Source: an optimization exercise on an open RTL-to-GDS flow (aim: small area and a short achievable clock period). Production flows keep margins and buffers that such runs may drop.
The RTL was checked by simulation tests, not by an equivalence proof against the original design.
Power is estimated from default activity; no workload was simulated.

Setup of run A:
Design bombGameTop, start of the top module:
module bombGameTop (
	input logic DIV_CLK,
	input logic reset,
	input logic gameTick,
	input logic [9:0] stick0X,
	input logic [9:0] stick0Y,
	input logic bomb0,
	input logic [9:0] stick1X,
	input logic [9:0] stick1Y,
	input logic bomb1,
	input logic [9:0] pixelX,
	input logic [9:0] pixelY,
	input logic pixelActive,
	output logic vgaR,
	output logic vgaG,
	output logic vgaB
);
	logic up0, down0, left0, right0;
	logic up1, down1, left1, right1;
	logic avatar0, bombHit0, blastHit0;
	logic avatar1, bombHit1, blastHit1;
	logic [4:0] rowPix;
	logic [4:0] colPix;
	logic rowSpan;
	logic colSpan;
	assign rowPix[0] = bombPkg::inRange(pixelY, 10'd10, 10'd54);
	assign rowPix[1] = bombPkg::inRange(pixelY, 10'd114, 10'd158);
	assign rowPix[2] = bombPkg::inRange(pixelY, 10'd218, 10'd262);
	assign rowPix[3] = bombPkg::inRange(pixelY, 10'd322, 10'd366);
	assign rowPix[4] = bombPkg::inRange(pixelY, 10'd426, 10'd470);
	assign colPix[0] = bombPkg::inRange(pixelX, 10'd9, 10'd69);
	assign colPix[1] = bombPkg::inRange(pixelX, 10'd149, 10'd211);
	assign colPix[2] = bombPkg::inRange(pixelX, 10'd289, 10'd351);
	assign colPix[3] = bombPkg::inRange(pixelX, 10'd429, 10'd491);
	assign colPix[4] = bombPkg::inRange(pixelX, 10'd569, 10'd631);
	assign rowSpan = bombPkg::inRange(pixelX, 10'd9, 10'd631);
  ...
Settings: LEC_CHECK=0, CAP_MARGIN=20, CORE_MARGIN=2, CORE_UTILIZATION=40, SLEW_MARGIN=20; clock period 14.0 ns.
standard.sh (not shown) runs the stock make flow with config.mk's settings and CLKGATE_MAP_FILE= SYNTH_SCRIPT=/design/flow/synth_recipe.tcl, a recipe that flattens the netlist after the stock synthesis.
==> flow/flow/run.sh <==
#!/bin/bash
# Own layout flow: the standard ORFS flow (standard synthesis, floorplan,
# power grid and tap cells unchanged), with repair_timing aiming for a setup
# slack well above zero so that it speeds up the paths from the input ports.
# flow/vars.txt holds the extra make variables, one per line.
set -euo pipefail
VARS=()
if [[ -f flow/vars.txt ]]; then
	while read -r line; do
		[[ -n "$line" ]] && VARS+=("$line")
	done < flow/vars.txt
fi
bash standard.sh "${VARS[@]}" finish > standard_flow.log 2>&1
==> flow/flow/vars.txt <==
SETUP_SLACK_MARGIN=10
MATCH_CELL_FOOTPRINT=0
Run A reached the final stage; the timing, design-rule and antenna checks on its layout passed.
diff inputs: run A => run B
==> flow/flow/run.sh <==
#!/bin/bash
# Own layout flow. Synthesis is the standard synthesis script, run with
# an area-recovering ABC script (flow/abc.script in place of ORFS's
# abc_speed.script, in a private copy of ORFS's scripts folder), adders left
# to ABC (no Kogge-Stone map, no full-adder cells). Registers are mapped
# before ABC runs, so they are the standard synthesis's. Floorplan, power
# grid, tap cells, placement, CTS and routing are the standard flow,
# with the extra make variables in flow/vars.txt (one per line).
set -euo pipefail
WORK=$PWD
rm -rf "$WORK/synth_scripts"
cp -r "$FLOW_HOME/scripts" "$WORK/synth_scripts"
cp flow/abc.script "$WORK/synth_scripts/abc_speed.script"
bash standard.sh SCRIPTS_DIR="$WORK/synth_scripts" SYNTH_OPERATIONS_ARGS=-booth ADDER_MAP_FILE= synth > synth_flow.log 2>&1
VARS=()
if [[ -f flow/vars.txt ]]; then
	while read -r line; do
		[[ -n "$line" ]] && VARS+=("$line")
	done < flow/vars.txt
fi
bash standard.sh "${VARS[@]}" finish > layout_flow.log 2>&1
==> flow/flow/abc.script (new file) <==
strash
&get -n
&fraig -x
&put
scorr
dc2
strash
&get -n
&dch -f
&nf -R 1000
&put
removed: flow/flow/vars.txt
==> run summary <==
- Between run B and run A, it is run B whose worst hold slack is lower, by 0.0095 ns.
- Run B — cell area 28% lower, run A as reference
- Power in run B is 12% below run A.
- Number of sinks driven by the clock tree came out exactly the same in run B and run A.
- The wire length of run B is lower than that of run A.
- Number of cells on the worst reg-to-reg path: run B > run A
- Fraction of power consumed by combinational cells, run B and run A: smaller value in run B
- Comparing post-route fraction of the period consumed by the critical path for run B and run A, the bigger number came from run B.
- NOTE: final worst-path setup slack in run B falls short of that of run A
Inputs modified between run B and run C:
==> flow/flow/vars.txt (new file) <==
SETUP_SLACK_MARGIN=10.5
BUFFER_PORTS_ARGS=-buffer_cell sky130_fd_sc_hd__buf_2
Findings:
When run C is measured against run B, its number of clock buffer instances in the layout turns out 1 higher. Share of cell area taken by multi-input logic gates: run C lower than run B. Reported for run B and run C, post-synthesis compound-gate area fraction turned out identical to the last digit. Sum of buffers and inverters on the critical path (run C over run B): increase, 3. Ratio of routed vias to standard cells of run C exceeds that of run B slightly. Final worst-path cycle share, run B and run C: larger value in run B. In the reports for run B and run C, the larger length of routed met3 wiring belongs to run C. Run C vs. run B: final critical path time including I/O delays and setup went down by 1.46 ns. Run C: met3 track demand over resource is 0.57 points higher than what run B reported. Run C ended with more total stage count of the critical path than run B. The cell-internal power reported for run C is greater than that of run B by about 24%.


## tundra
Another version of the RTL of bombGameTop (not shown whole).
Size in the first run: roughly 93 flip-flops, roughly 69 I/O pins, about 0.011 mm² of cells after synthesis.
clock: 14.0 ns
lec_check: 0
cap_margin: 20
core_margin: 2
core_utilization: 40
slew_margin: 20
==> flow/flow/run.sh <==
#!/bin/bash
# Own layout flow. Synthesis is the standard synthesis script, run with
# an area-recovering ABC script (flow/abc.script in place of ORFS's
# abc_speed.script, in a private copy of ORFS's scripts folder), adders left
# to ABC (no Kogge-Stone map, no full-adder cells). Registers are mapped
# before ABC runs, so they are the standard synthesis's. Floorplan, power
# grid, tap cells, placement, CTS and routing are the standard flow,
# with the extra make variables in flow/vars.txt (one per line).
set -euo pipefail
WORK=$PWD
rm -rf "$WORK/synth_scripts"
cp -r "$FLOW_HOME/scripts" "$WORK/synth_scripts"
cp flow/abc.script "$WORK/synth_scripts/abc_speed.script"
bash standard.sh SCRIPTS_DIR="$WORK/synth_scripts" SYNTH_OPERATIONS_ARGS=-booth ADDER_MAP_FILE= synth > synth_flow.log 2>&1
VARS=()
if [[ -f flow/vars.txt ]]; then
	while read -r line; do
		[[ -n "$line" ]] && VARS+=("$line")
	done < flow/vars.txt
fi
bash standard.sh "${VARS[@]}" finish > layout_flow.log 2>&1
==> flow/flow/abc.script <==
strash
dch -f
map -a
==> flow/flow/vars.txt <==
SETUP_SLACK_MARGIN=9
BUFFER_PORTS_ARGS=-buffer_cell sky130_fd_sc_hd__buf_2
What quartz does differently from tundra at the input level:
==> flow/flow/abc.script <==
strash
&get -n
&fraig -x
&put
scorr
dc2
strash
&get -n
&dch -f
&nf -R 1000
&put
==> flow/flow/vars.txt <==
SETUP_SLACK_MARGIN=9
BUFFER_PORTS_ARGS=-buffer_cell sky130_fd_sc_hd__buf_2
CAP_MARGIN=0
SLEW_MARGIN=0
Results
Per the final summary, quartz finished and its layout is clean on timing, DRC and antenna.
Delta (quartz minus tundra): total power now sits lower; synthesized-area fraction occupied by ao, oa, aoi and oai cells now sits higher; vias after detailed routing now sits lower; met3 wirelength from detailed routing now sits lower; effective utilization at floorplan now sits at about the same level.
Relative to quartz, the following input files were edited for juniper:
==> flow/flow/vars.txt <==
SETUP_SLACK_MARGIN=8.5
BUFFER_PORTS_ARGS=-buffer_cell sky130_fd_sc_hd__buf_2
Notes after the runs:
The core of juniper is less densely filled than that of quartz.
Delta (juniper minus quartz): number of standard cells after synthesis comparable; delay of the slowest cell on the worst path now larger.
Changes observed in juniper relative to quartz: area of all placed cells without fillers went down about 3.3%; total wire length after detailed routing went down about 5%; via count of the first global-routing pass went down 194; sum of buffers and inverters on the critical path went up 1; power went down about 4.5%.
Non-clock buffer count: juniper lower than quartz

## separate check: timing with driven ports
The results above use ideal ports. As a check the final layouts listed here were re-extracted and re-timed, cells and wires unchanged.
Step 1 (the two cells are an assumption about what drives the block):
set clk [get_ports {DIV_CLK}]
set_driving_cell -lib_cell sky130_fd_sc_hd__clkbuf_16 $clk
set_driving_cell -lib_cell sky130_fd_sc_hd__buf_2 [delete_from_list [all_inputs] $clk]
Step 2 moves the port delays by t, midway between the first and last clock arrival at a register: inputs arrive t later, outputs are due t later. That takes back most of the time a late clock gives input paths.
Slacks: no drivers / after step 1 / after step 2; pairs: no drivers / after step 1.
| run | t, ns | slack for setup (ns) | worst data-port slew with drivers (ns) |
|---|---|---|---|
| run A | 0.404 | 8.902 / 8.899 / 8.494 | 0.06 |
| run B | 0.403 | 7.739 / 7.763 / 7.360 | 0.07 |
| run C | 0.405 | 9.198 / 9.184 / 8.779 | 0.09 |
| tundra | 0.401 | 8.925 / 8.913 / 8.512 | 0.06 |
| quartz | 0.410 | 9.052 / 9.061 / 8.651 | 0.06 |
| juniper | 0.398 | 8.723 / 8.750 / 8.352 | 0.04 |
After both steps setup and hold are still met in every run listed. The setup slack of run C, which loses most, moves by -0.014 ns with the drivers and by -0.419 ns with both steps.
